This design comes from an exercise in tuning for a short achievable clock period and few clock cycles per item on the open sky130 flow, not from production work. In this exercise RTL edits were held to simulation tests only and were not proved equivalent to the original. No activity file was given, so power comes from the tool's default toggle rates.

File: flow/design.v
`timescale 1ns/1ps
package issue_pkg;
    localparam int XLEN     = 32;
    localparam int NUM_REGS = 32;
    typedef logic [XLEN-1:0] data_t;
    typedef logic [31:0]     instr_t;
    typedef logic [31:0]     pc_t;
    typedef logic [4:0]      reg_addr_t;
    typedef logic [4:0]      opcode_t;
    localparam opcode_t OP_ARITH_T     = 5'b01100;
    localparam opcode_t OP_ARITH_IMM_T = 5'b00100;
    localparam opcode_t OP_LUI_T       = 5'b01101;
    localparam opcode_t OP_AUIPC_T     = 5'b00101;
    localparam logic [2:0] FN3_ADD_SUB = 3'b000;
    localparam logic [2:0] FN3_SLL     = 3'b001;
    localparam logic [2:0] FN3_SLT     = 3'b010;
    localparam logic [2:0] FN3_SLTU    = 3'b011;
    localparam logic [2:0] FN3_XOR     = 3'b100;
    localparam logic [2:0] FN3_SRL_SRA = 3'b101;
    localparam logic [2:0] FN3_OR      = 3'b110;
    localparam logic [2:0] FN3_AND     = 3'b111;
    typedef enum logic [3:0] {
        ALU_ADD,
        ALU_SUB,
        ALU_SLT,
        ALU_SLTU,
        ALU_XOR,
        ALU_OR,
        ALU_AND,
        ALU_SLL,
        ALU_SRL,
        ALU_SRA,
        ALU_PASS_B
    } alu_op_t;
endpackage
`timescale 1ns/1ps
module instr_decode #(
    parameter int QUEUE_DEPTH = 2
) (
    input  logic                           clk,
    input  logic                           rst,
    input  logic                           instr_valid,
    input  issue_pkg::instr_t              instr,
    input  issue_pkg::pc_t                 instr_pc,
    output logic                           instr_credit,
    output issue_pkg::reg_addr_t           rs1_addr,
    output issue_pkg::reg_addr_t           rs2_addr,
    input  issue_pkg::data_t               rs1_data,
    input  issue_pkg::data_t               rs2_data,
    input  logic [issue_pkg::NUM_REGS-1:0] busy,
    input  logic                           slot_free,
    output logic                           ex_valid,
    output logic [3:0]                     ex_op,
    output issue_pkg::data_t               ex_a,
    output issue_pkg::data_t               ex_b,
    output issue_pkg::pc_t                 ex_pc,
    output issue_pkg::reg_addr_t           ex_rd,
    output logic                           ex_writes_rd,
    output logic                           ex_illegal
);
    localparam int PTR_W = (QUEUE_DEPTH > 1) ? $clog2(QUEUE_DEPTH) : 1;
    localparam int CNT_W = $clog2(QUEUE_DEPTH + 1);
    localparam logic [PTR_W-1:0] PTR_LAST = PTR_W'(QUEUE_DEPTH - 1);
    issue_pkg::instr_t  q_instr [QUEUE_DEPTH];
    issue_pkg::pc_t     q_pc    [QUEUE_DEPTH];
    logic [PTR_W-1:0]   wr_ptr;
    logic [PTR_W-1:0]   rd_ptr;
    logic [CNT_W-1:0]   count;
    issue_pkg::instr_t  head;
    issue_pkg::pc_t     head_pc;
    logic               head_valid;
    issue_pkg::opcode_t opcode;
    logic [2:0]         fn3;
    logic [6:0]         fn7;
    logic               is_arith;
    logic               is_imm;
    logic               is_lui;
    logic               is_auipc;
    logic               fn7_ok;
    logic               legal;
    logic               uses_rs1;
    logic               uses_rs2;
    logic               issue;
    logic [3:0]         op;
    issue_pkg::data_t   imm_i;
    issue_pkg::data_t   imm_u;
    logic [PTR_W-1:0]   wr_ptr_inc;
    logic [PTR_W-1:0]   rd_ptr_inc;
    assign wr_ptr_inc = (wr_ptr == PTR_LAST) ? {PTR_W{1'b0}} : wr_ptr + 1'b1;
    assign rd_ptr_inc = (rd_ptr == PTR_LAST) ? {PTR_W{1'b0}} : rd_ptr + 1'b1;
    always_ff @(posedge clk) begin
        if (rst) begin
            wr_ptr <= '0;
            rd_ptr <= '0;
            count  <= '0;
        end else begin
            if (instr_valid)
                wr_ptr <= wr_ptr_inc;
            if (issue)
                rd_ptr <= rd_ptr_inc;
            count <= count + {{(CNT_W-1){1'b0}}, instr_valid} - {{(CNT_W-1){1'b0}}, issue};
        end
    end
    always_ff @(posedge clk) begin
        if (instr_valid) begin
            q_instr[wr_ptr] <= instr;
            q_pc[wr_ptr]    <= instr_pc;
        end
    end
    assign head       = q_instr[rd_ptr];
    assign head_pc    = q_pc[rd_ptr];
    assign head_valid = (count != '0);
    assign opcode   = head[6:2];
    assign fn3      = head[14:12];
    assign fn7      = head[31:25];
    assign rs1_addr = head[19:15];
    assign rs2_addr = head[24:20];
    assign is_arith = (opcode == issue_pkg::OP_ARITH_T);
    assign is_imm   = (opcode == issue_pkg::OP_ARITH_IMM_T);
    assign is_lui   = (opcode == issue_pkg::OP_LUI_T);
    assign is_auipc = (opcode == issue_pkg::OP_AUIPC_T);
    always_comb begin
        if (is_arith)
            fn7_ok = (fn7 == 7'b0) || (fn7 == 7'b0100000 &&
                     (fn3 == issue_pkg::FN3_ADD_SUB || fn3 == issue_pkg::FN3_SRL_SRA));
        else if (is_imm && (fn3 == issue_pkg::FN3_SLL || fn3 == issue_pkg::FN3_SRL_SRA))
            fn7_ok = (fn7 == 7'b0) || (fn7 == 7'b0100000 && fn3 == issue_pkg::FN3_SRL_SRA);
        else
            fn7_ok = 1'b1;
    end
    assign legal = (head[1:0] == 2'b11) && (is_arith || is_imm || is_lui || is_auipc) && fn7_ok;
    always_comb begin
        case (fn3)
            issue_pkg::FN3_ADD_SUB: op = (is_arith && head[30]) ? issue_pkg::ALU_SUB
                                                                : issue_pkg::ALU_ADD;
            issue_pkg::FN3_SLL:     op = issue_pkg::ALU_SLL;
            issue_pkg::FN3_SLT:     op = issue_pkg::ALU_SLT;
            issue_pkg::FN3_SLTU:    op = issue_pkg::ALU_SLTU;
            issue_pkg::FN3_XOR:     op = issue_pkg::ALU_XOR;
            issue_pkg::FN3_SRL_SRA: op = head[30] ? issue_pkg::ALU_SRA : issue_pkg::ALU_SRL;
            issue_pkg::FN3_OR:      op = issue_pkg::ALU_OR;
            issue_pkg::FN3_AND:     op = issue_pkg::ALU_AND;
            default:                op = issue_pkg::ALU_ADD;
        endcase
        if (is_lui)
            op = issue_pkg::ALU_PASS_B;
        else if (is_auipc)
            op = issue_pkg::ALU_ADD;
    end
    assign imm_i = {{20{head[31]}}, head[31:20]};
    assign imm_u = {head[31:12], 12'b0};
    assign uses_rs1 = legal && (is_arith || is_imm);
    assign uses_rs2 = legal && is_arith;
    assign issue = head_valid && slot_free &&
                   !(uses_rs1 && busy[rs1_addr]) && !(uses_rs2 && busy[rs2_addr]);
    assign instr_credit = issue;
    always_ff @(posedge clk) begin
        if (rst)
            ex_valid <= 1'b0;
        else
            ex_valid <= issue;
    end
    always_ff @(posedge clk) begin
        if (issue) begin
            ex_op        <= op;
            ex_a         <= is_auipc ? head_pc : (uses_rs1 ? rs1_data : '0);
            ex_b         <= uses_rs2 ? rs2_data : ((is_lui || is_auipc) ? imm_u : imm_i);
            ex_pc        <= head_pc;
            ex_rd        <= head[11:7];
            ex_writes_rd <= legal && (head[11:7] != '0);
            ex_illegal   <= !legal;
        end
    end
endmodule
`timescale 1ns/1ps
module alu_execute (
    input  logic                 clk,
    input  logic                 rst,
    input  logic                 ex_valid,
    input  logic [3:0]           ex_op,
    input  issue_pkg::data_t     ex_a,
    input  issue_pkg::data_t     ex_b,
    input  issue_pkg::pc_t       ex_pc,
    input  issue_pkg::reg_addr_t ex_rd,
    input  logic                 ex_writes_rd,
    input  logic                 ex_illegal,
    output logic                 wb_valid,
    output issue_pkg::pc_t       wb_pc,
    output issue_pkg::reg_addr_t wb_rd,
    output logic                 wb_writes_rd,
    output logic                 wb_illegal,
    output issue_pkg::data_t     wb_data
);
    issue_pkg::data_t result;
    logic [4:0]       shamt;
    assign shamt = ex_b[4:0];
    always_comb begin
        case (ex_op)
            issue_pkg::ALU_ADD:    result = ex_a + ex_b;
            issue_pkg::ALU_SUB:    result = ex_a - ex_b;
            issue_pkg::ALU_SLT:    result = {31'b0, $signed(ex_a) < $signed(ex_b)};
            issue_pkg::ALU_SLTU:   result = {31'b0, ex_a < ex_b};
            issue_pkg::ALU_XOR:    result = ex_a ^ ex_b;
            issue_pkg::ALU_OR:     result = ex_a | ex_b;
            issue_pkg::ALU_AND:    result = ex_a & ex_b;
            issue_pkg::ALU_SLL:    result = ex_a << shamt;
            issue_pkg::ALU_SRL:    result = ex_a >> shamt;
            issue_pkg::ALU_SRA:    result = $unsigned($signed(ex_a) >>> shamt);
            issue_pkg::ALU_PASS_B: result = ex_b;
            default:               result = '0;
        endcase
    end
    always_ff @(posedge clk) begin
        if (rst)
            wb_valid <= 1'b0;
        else
            wb_valid <= ex_valid;
    end
    always_ff @(posedge clk) begin
        if (ex_valid) begin
            wb_data      <= result;
            wb_pc        <= ex_pc;
            wb_rd        <= ex_rd;
            wb_writes_rd <= ex_writes_rd;
            wb_illegal   <= ex_illegal;
        end
    end
endmodule
`timescale 1ns/1ps
module result_writeback #(
    parameter int RESULT_CREDITS = 4
) (
    input  logic                           clk,
    input  logic                           rst,
    input  logic                           ex_valid,
    input  issue_pkg::reg_addr_t           ex_rd,
    input  logic                           ex_writes_rd,
    input  logic                           wb_valid,
    input  issue_pkg::pc_t                 wb_pc,
    input  issue_pkg::reg_addr_t           wb_rd,
    input  logic                           wb_writes_rd,
    input  logic                           wb_illegal,
    input  issue_pkg::data_t               wb_data,
    input  issue_pkg::reg_addr_t           rs1_addr,
    input  issue_pkg::reg_addr_t           rs2_addr,
    output issue_pkg::data_t               rs1_data,
    output issue_pkg::data_t               rs2_data,
    output logic [issue_pkg::NUM_REGS-1:0] busy,
    output logic                           slot_free,
    output logic                           result_valid,
    output issue_pkg::pc_t                 result_pc,
    output issue_pkg::reg_addr_t           result_rd,
    output issue_pkg::data_t               result_data,
    output logic                           result_illegal,
    input  logic                           result_credit
);
    localparam int NREGS  = issue_pkg::NUM_REGS;
    localparam int CRED_W = $clog2(RESULT_CREDITS + 1);
    localparam logic [CRED_W-1:0] CRED_INIT = CRED_W'(RESULT_CREDITS);
    issue_pkg::data_t  regs [NREGS];
    logic [NREGS-1:0]  written;
    logic [NREGS-1:0]  busy_r;
    logic [NREGS-1:0]  set_mask;
    logic [NREGS-1:0]  clr_mask;
    logic [CRED_W-1:0] credits;
    logic              wr_en;
    assign wr_en = wb_valid && wb_writes_rd && (wb_rd != '0);
    always_ff @(posedge clk) begin
        if (wr_en)
            regs[wb_rd] <= wb_data;
    end
    always_ff @(posedge clk) begin
        if (rst)
            written <= '0;
        else if (wr_en)
            written[wb_rd] <= 1'b1;
    end
    assign rs1_data = written[rs1_addr] ? regs[rs1_addr] : '0;
    assign rs2_data = written[rs2_addr] ? regs[rs2_addr] : '0;
    assign set_mask = (ex_valid && ex_writes_rd) ? ({{(NREGS-1){1'b0}}, 1'b1} << ex_rd) : '0;
    assign clr_mask = (wb_valid && wb_writes_rd) ? ({{(NREGS-1){1'b0}}, 1'b1} << wb_rd) : '0;
    always_ff @(posedge clk) begin
        if (rst)
            busy_r <= '0;
        else
            busy_r <= (busy_r & ~clr_mask) | set_mask;
    end
    assign busy = busy_r | set_mask;
    always_ff @(posedge clk) begin
        if (rst)
            credits <= CRED_INIT;
        else
            credits <= credits + {{(CRED_W-1){1'b0}}, result_credit} - {{(CRED_W-1){1'b0}}, ex_valid};
    end
    assign slot_free = (credits > {{(CRED_W-1){1'b0}}, ex_valid});
    assign result_valid   = wb_valid;
    assign result_pc      = wb_pc;
    assign result_rd      = wb_rd;
    assign result_data    = wb_data;
    assign result_illegal = wb_illegal;
endmodule
`timescale 1ns/1ps
module issue_top #(
    parameter int QUEUE_DEPTH    = 2,
    parameter int RESULT_CREDITS = 4
) (
    input  logic        clk,
    input  logic        rst,
    input  logic        instr_valid,
    input  logic [31:0] instr,
    input  logic [31:0] instr_pc,
    output logic        instr_credit,
    output logic        result_valid,
    output logic [31:0] result_pc,
    output logic [4:0]  result_rd,
    output logic [31:0] result_data,
    output logic        result_illegal,
    input  logic        result_credit
);
    issue_pkg::reg_addr_t           rs1_addr;
    issue_pkg::reg_addr_t           rs2_addr;
    issue_pkg::data_t               rs1_data;
    issue_pkg::data_t               rs2_data;
    logic [issue_pkg::NUM_REGS-1:0] busy;
    logic                           slot_free;
    logic                 ex_valid;
    logic [3:0]           ex_op;
    issue_pkg::data_t     ex_a;
    issue_pkg::data_t     ex_b;
    issue_pkg::pc_t       ex_pc;
    issue_pkg::reg_addr_t ex_rd;
    logic                 ex_writes_rd;
    logic                 ex_illegal;
    logic                 wb_valid;
    issue_pkg::pc_t       wb_pc;
    issue_pkg::reg_addr_t wb_rd;
    logic                 wb_writes_rd;
    logic                 wb_illegal;
    issue_pkg::data_t     wb_data;
    instr_decode #(.QUEUE_DEPTH(QUEUE_DEPTH)) u_decode (
        .clk, .rst, .instr_valid, .instr, .instr_pc, .instr_credit,
        .rs1_addr, .rs2_addr, .rs1_data, .rs2_data, .busy, .slot_free,
        .ex_valid, .ex_op, .ex_a, .ex_b, .ex_pc, .ex_rd, .ex_writes_rd, .ex_illegal
    );
    alu_execute u_alu (
        .clk, .rst,
        .ex_valid, .ex_op, .ex_a, .ex_b, .ex_pc, .ex_rd, .ex_writes_rd, .ex_illegal,
        .wb_valid, .wb_pc, .wb_rd, .wb_writes_rd, .wb_illegal, .wb_data
    );
    result_writeback #(.RESULT_CREDITS(RESULT_CREDITS)) u_wb (
        .clk, .rst,
        .ex_valid, .ex_rd, .ex_writes_rd,
        .wb_valid, .wb_pc, .wb_rd, .wb_writes_rd, .wb_illegal, .wb_data,
        .rs1_addr, .rs2_addr, .rs1_data, .rs2_data, .busy, .slot_free,
        .result_valid, .result_pc, .result_rd, .result_data, .result_illegal,
        .result_credit
    );
endmodule
File: flow/run.sh
#!/bin/bash
# synth_recipe.tcl (not shown) runs the flow's synth.tcl, then flattens the netlist and writes it again
# the make line also repeats each setting of config.mk as NAME=value (left out here)
make -C /OpenROAD-flow-scripts/flow DESIGN_CONFIG=/design/flow/config.mk WORK_HOME=/design/flow/orfs CLKGATE_MAP_FILE= SYNTH_SCRIPT=/design/flow/synth_recipe.tcl finish
File: flow/config.mk
export PLATFORM = sky130hd
export DESIGN_NAME = issue_top
export DESIGN_NICKNAME = issue_top
export VERILOG_FILES = /design/flow/design.v
export SDC_FILE = /design/flow/constraint.sdc
export NUM_CORES = 4
export LEC_CHECK = 0
export CAP_MARGIN = 20
export CORE_MARGIN = 2
export CORE_UTILIZATION = 40
export SLEW_MARGIN = 20
File: flow/constraint.sdc
create_clock -name core_clock -period 6.0 [get_ports {clk}]
set_input_delay 1.2000 -clock core_clock [delete_from_list [all_inputs] [get_ports {clk}]]
set_output_delay 1.2000 -clock core_clock [all_outputs]
set_load 0.01 [all_outputs]
==> notes.md <==
----------------------------------------------------
[Yosys]
  Fraction of synthesized cell area taken by the top area cell type ... between 50 and 60%
  Number of synthesized flops with an enable pin ... between 1000 and 1500
  Top cell type by total area after synthesis ... sky130_fd_sc_hd__edfxtp_1
  Top FF cell, synth ... sky130_fd_sc_hd__edfxtp_1
  FF+latch count, synth ... around 1400
  Mean post-synth cell area ... around 10 um^2
  Ys async rst share ... 0%
  Count of warnings emitted by yosys ... 3
  Cell area after technology mapping ... between 70000 and 80000 um^2
  Cells after synthesis ... about 7400
  Post-synthesis net count ... ~7600
  Unique cell type count in the Yosys netlist ... 84
  Leading post-synthesis cells by cell area ... sky130_fd_sc_hd__edfxtp_1 54%, sky130_fd_sc_hd__nand2_1 12%, sky130_fd_sc_hd__a311oi_1 4.8%
  Share of the yosys chip area belonging to registers ... a little under three fifths

[Detailed routing]
  Detailed Routing Iterations Pass 1 ... 7
  Total routed wirelength ... 289 mm
  Remaining number of nets flagged by the antenna check after routing ... 0
  DRC viols ... 0
  Drt initial violations ... 10000
  Average routed wire per standard cell ... about 29 um
  Detail-routed via count per cell ... around 6.3
  Total via count in the routed design ... about 63000

[Pwr]
  Leakage power ... approximately 30 nW
  Worst IR Drop VDD ... between 300 and 400 uV
  Power density over the cells ... about 490 nW/um^2
  Total power after layout ... around 0.04 W

[Clocking]
  Clock Sink Count ... 1404
  Number of buffers on the longest clock path ... 3
  Post CTS Setup Buffer Count ... 0
  Clock-pin slew reported for the worst setup and hold paths after clock tree synthesis ... about 60 ps
  CTS tree ... done
  Clock latency on the worst-skew pair ... around 830 ps
  Root Driver ... sky130_fd_sc_hd__clkbuf_16
  PostCTS Resize Cnt ... 0
  Max H-tree Level ... 4
  Hold-fix buffers at CTS ... 0
  Number of CTS-inserted buffers ... 156

[Setup path]
  Slack of the worst reg-to-reg path ... 1040 ps
  Endpoint kind of the worst setup timing path ... output port
  Crit Path Class ... reg -> out
  Capture point of the critical path ... instr_credit
  Highest fanout seen on the critical path ... 27
  Nature of the critical path startpoint ... flip-flop
  RR Endpoint ... u_decode.ex_a[0]$_DFFE_PP_
  Data arrival, critical path ... approximately 4500 ps
  Depth of the most critical reg-to-reg path ... 10
  Worst EP required ... 4800 ps

[Flow run]
  Total of max-cap violations ... 0

[Floorplan]
  Initial core utilization ... between 40% and 50%
  Die outline area ... roughly 190000 um^2
  Top Ports ... 140
  Die Span X ... approximately 430 um
  Core box area ... between 150000 and 200000 um^2
  Standard-cell rows ... approximately 160
  Chip Height ... between 400 and 500 um

[Timing]
  Measured slew at the worst slew-check pin ... 1230 ps
  RSZ-0062 raised after global routing ... no
  Number of endpoints with negative hold slack in the final report ... 0
  Slew headroom ... roughly 17%
  Timing-limited maximum frequency ... roughly 170 MHz
  Post-route clock period utilization ... between 90% and 100%
  Number of max-slew violations in the final report ... 0
  Tmin final ... around 5700 ps
  Setup-violating endpoint count in the final report ... 0
  Final Skew ... around 38 ps

[Placed design]
  Final GP Congestion ... just under 1
  Number of placed instances, taps included ... 9638
  Area of placed instances ... about 78000 um^2
  Buffers added on ports ... approximately 140
  Detailed-placement wirelength estimate ... ~170 mm

[Cells and area]
  Non-filler instance count after layout ... ~9900
  FILL cells ... roughly 17000
  Post-Layout Inst Area ... between 80000 and 90000 um^2
  Total Nets Final ... about 7500
  Leading cell type in the layout, fill and taps excluded ... sky130_fd_sc_hd__nand2_1
  Share of final-layout standard cells stronger than drive strength 1 ... around 8.2%
  Layout Area Growth over Synthesis ... 12.8%
  Highest-count cells in the layout ignoring fill and taps ... 2306 x sky130_fd_sc_hd__nand2_1, 1330 x sky130_fd_sc_hd__edfxtp_1, 689 x sky130_fd_sc_hd__nand3_1

[Global routing]
  Total routing usage reported by global routing ... approximately 30%
  Total congestion overflow ... 0
  Initial antenna violation count ... 13
  First-pass GRT wire length ... about 410 mm
  Vias in the first global route ... around 59000
  Largest net degree at the start of global routing ... about 170

[Min path]
  Worst min-delay path category ... reg -> reg

[Outcome]
  Result of the run ... finished clean

----------------------------------------------------
worst max-delay path, cell delays in order (launching register included):
cell                              delay, ps
sky130_fd_sc_hd__dfxtp_4                540
sky130_fd_sc_hd__buf_4                  440
sky130_fd_sc_hd__mux2_2                 430
sky130_fd_sc_hd__o21ai_0                130
sky130_fd_sc_hd__o21ai_0                130
sky130_fd_sc_hd__o31a_1                 310
sky130_fd_sc_hd__nand3_1                260
sky130_fd_sc_hd__nor2_1                 140
sky130_fd_sc_hd__o311a_1                200
sky130_fd_sc_hd__a311oi_4               430
sky130_fd_sc_hd__clkdlybuf4s50_1        710
synthesized netlist by cell type (60+ instances only):
cell type / count
sky130_fd_sc_hd__ha_1: 117
sky130_fd_sc_hd__nand3_1: 689
sky130_fd_sc_hd__edfxtp_1: 1330
sky130_fd_sc_hd__buf_2: 77
sky130_fd_sc_hd__clkbuf_1: 432
sky130_fd_sc_hd__a21oi_1: 201
sky130_fd_sc_hd__mux2i_1: 70
sky130_fd_sc_hd__a311oi_1: 404
sky130_fd_sc_hd__inv_1: 112
sky130_fd_sc_hd__nor2_1: 264
sky130_fd_sc_hd__nand2_1: 2306
sky130_fd_sc_hd__a31oi_1: 60
sky130_fd_sc_hd__buf_1: 91
sky130_fd_sc_hd__o21ai_0: 150
sky130_fd_sc_hd__and3_1: 274
sky130_fd_sc_hd__dfxtp_1: 74
sky130_fd_sc_hd__nor3_1: 88
worst min path at each step:
| stage | startpoint | to | slack, ps | cells past startpoint |
|---|---|---|---|---|
| 5_1_grt | u_decode.ex_pc[13]$_DFFE_PP_ | u_alu.wb_pc[13]$_DFFE_PP_ | 420 | 0 |
| 6_report | u_decode.ex_pc[24]$_DFFE_PP_ | u_alu.wb_pc[24]$_DFFE_PP_ | 410 | 0 |
| 3_3_place_gp | u_decode.ex_pc[31]$_DFFE_PP_ | u_alu.wb_pc[31]$_DFFE_PP_ | 400 | 0 |
| 2_1_floorplan | u_decode.ex_illegal$_DFFE_PP_ | u_alu.wb_illegal$_DFFE_PP_ | 400 | 0 |
| 3_5_place_dp | u_decode.ex_pc[13]$_DFFE_PP_ | u_alu.wb_pc[13]$_DFFE_PP_ | 400 | 0 |
| 4_1_cts | u_decode.ex_pc[24]$_DFFE_PP_ | u_alu.wb_pc[24]$_DFFE_PP_ | 410 | 0 |
cell families (layout without fill, tap and decap cells):
logic type | Yosys count | after routing | share of synthesized area (%)
compound gates | 1237 | 1237 | 12.4
xor+xnor | 31 | 31 | 0.369
fa+ha+maj | 121 | 121 | 2.08
buf+inv | 722 | 747 | 3.83
flops | 1404 | 1404 | 56.2
mux | 174 | 174 | 3.28
other cells | 0 | 5 | 0
simple gates | 3746 | 3746 | 21.8
state kept, by name, summed over array words and instances (netlist names), named ones only:
register	flops
u_alu.wb_data	32
u_alu.wb_illegal	1
u_alu.wb_pc	32
u_alu.wb_rd	5
u_alu.wb_valid	1
u_alu.wb_writes_rd	1
u_decode.count	2
u_decode.ex_a	32
u_decode.ex_b	32
u_decode.ex_illegal	1
u_decode.ex_op	4
u_decode.ex_pc	32
u_decode.ex_rd	5
u_decode.ex_valid	1
u_decode.ex_writes_rd	1
u_decode.q_instr	64
u_decode.q_pc	64
u_decode.rd_ptr	1
u_decode.wr_ptr	1
u_wb.busy_r	32
u_wb.credits	3
u_wb.regs	1024
u_wb.written	32
report_power, final:
group | internal [W] | total, W | switching (W)
sequential | 0.0125 | 0.0135 | 0.00102
clock | 0.00529 | 0.00943 | 0.00413
combinational | 0.00547 | 0.0180 | 0.0125
total | 0.0233 | 0.0409 | 0.0176
layout make-up:
| type | instances | area [um^2] | share of cell area, % |
|---|---|---|---|
| sequential | 1404 | 41400 | 49.8 |
| clock inverter | 100 | 843 | 1.01 |
| antenna | 5 | 12.5 | 0.0151 |
| tap | 2464 | 3080 | 3.71 |
| multi-input combinational | 5309 | 30000 | 36.1 |
| timing repair buffer | 344 | 3220 | 3.87 |
| clock buffer | 184 | 4090 | 4.92 |
| inverter | 119 | 447 | 0.537 |
per-stage QoR:
stage               TNS [ps]  utilization, %  hold WS, ps  worst slack (ps)
finish                     0            45.4          415               261
global route               0            45.4          421              23.8
CTS                        0            45.4          413               148
detailed placement         0            42.7          405              1030
global placement           0            42.7          401              1030
floorplan               -909               -          400              -386
per-layer routing:
metal | routed length (um) | vias to the layer above | global-route usage (%)
met5 | 74 | - | 0
met4 | 15700 | 10 | 15.2
met3 | 32900 | 715 | 5.82
met2 | 127000 | 4159 | 45.3
met1 | 113000 | 31000 | 41.0
li1 | - | 27100 | -
Testbench counts, summed over its fixed seeds: cycles 26,378, items 16,000.

[what the ideal ports hide]
Ports are ideal in the flow. The routed layout listed here was re-timed in OpenROAD.
Step 1 assumes that a clkbuf_16 drives the clock port and a buf_2 every other input.
Step 2 also shifts input and output timing later by t, the mid clock arrival at the registers, as if the neighbouring blocks saw the same clock.
Slacks: ideal / step 1 / step 2; pairs: ideal / step 1.
t (ns): 0.904
slack for setup (ns): 0.261 / 0.165 / 1.036
worst hold slack (ns): 0.415 / 0.415 / 0.415
worst setup path after step 2: register to register
After both steps setup and hold are still met in this run. For this run, drivers alone change the setup slack by -0.096 ns; drivers and shift together by +0.775 ns.
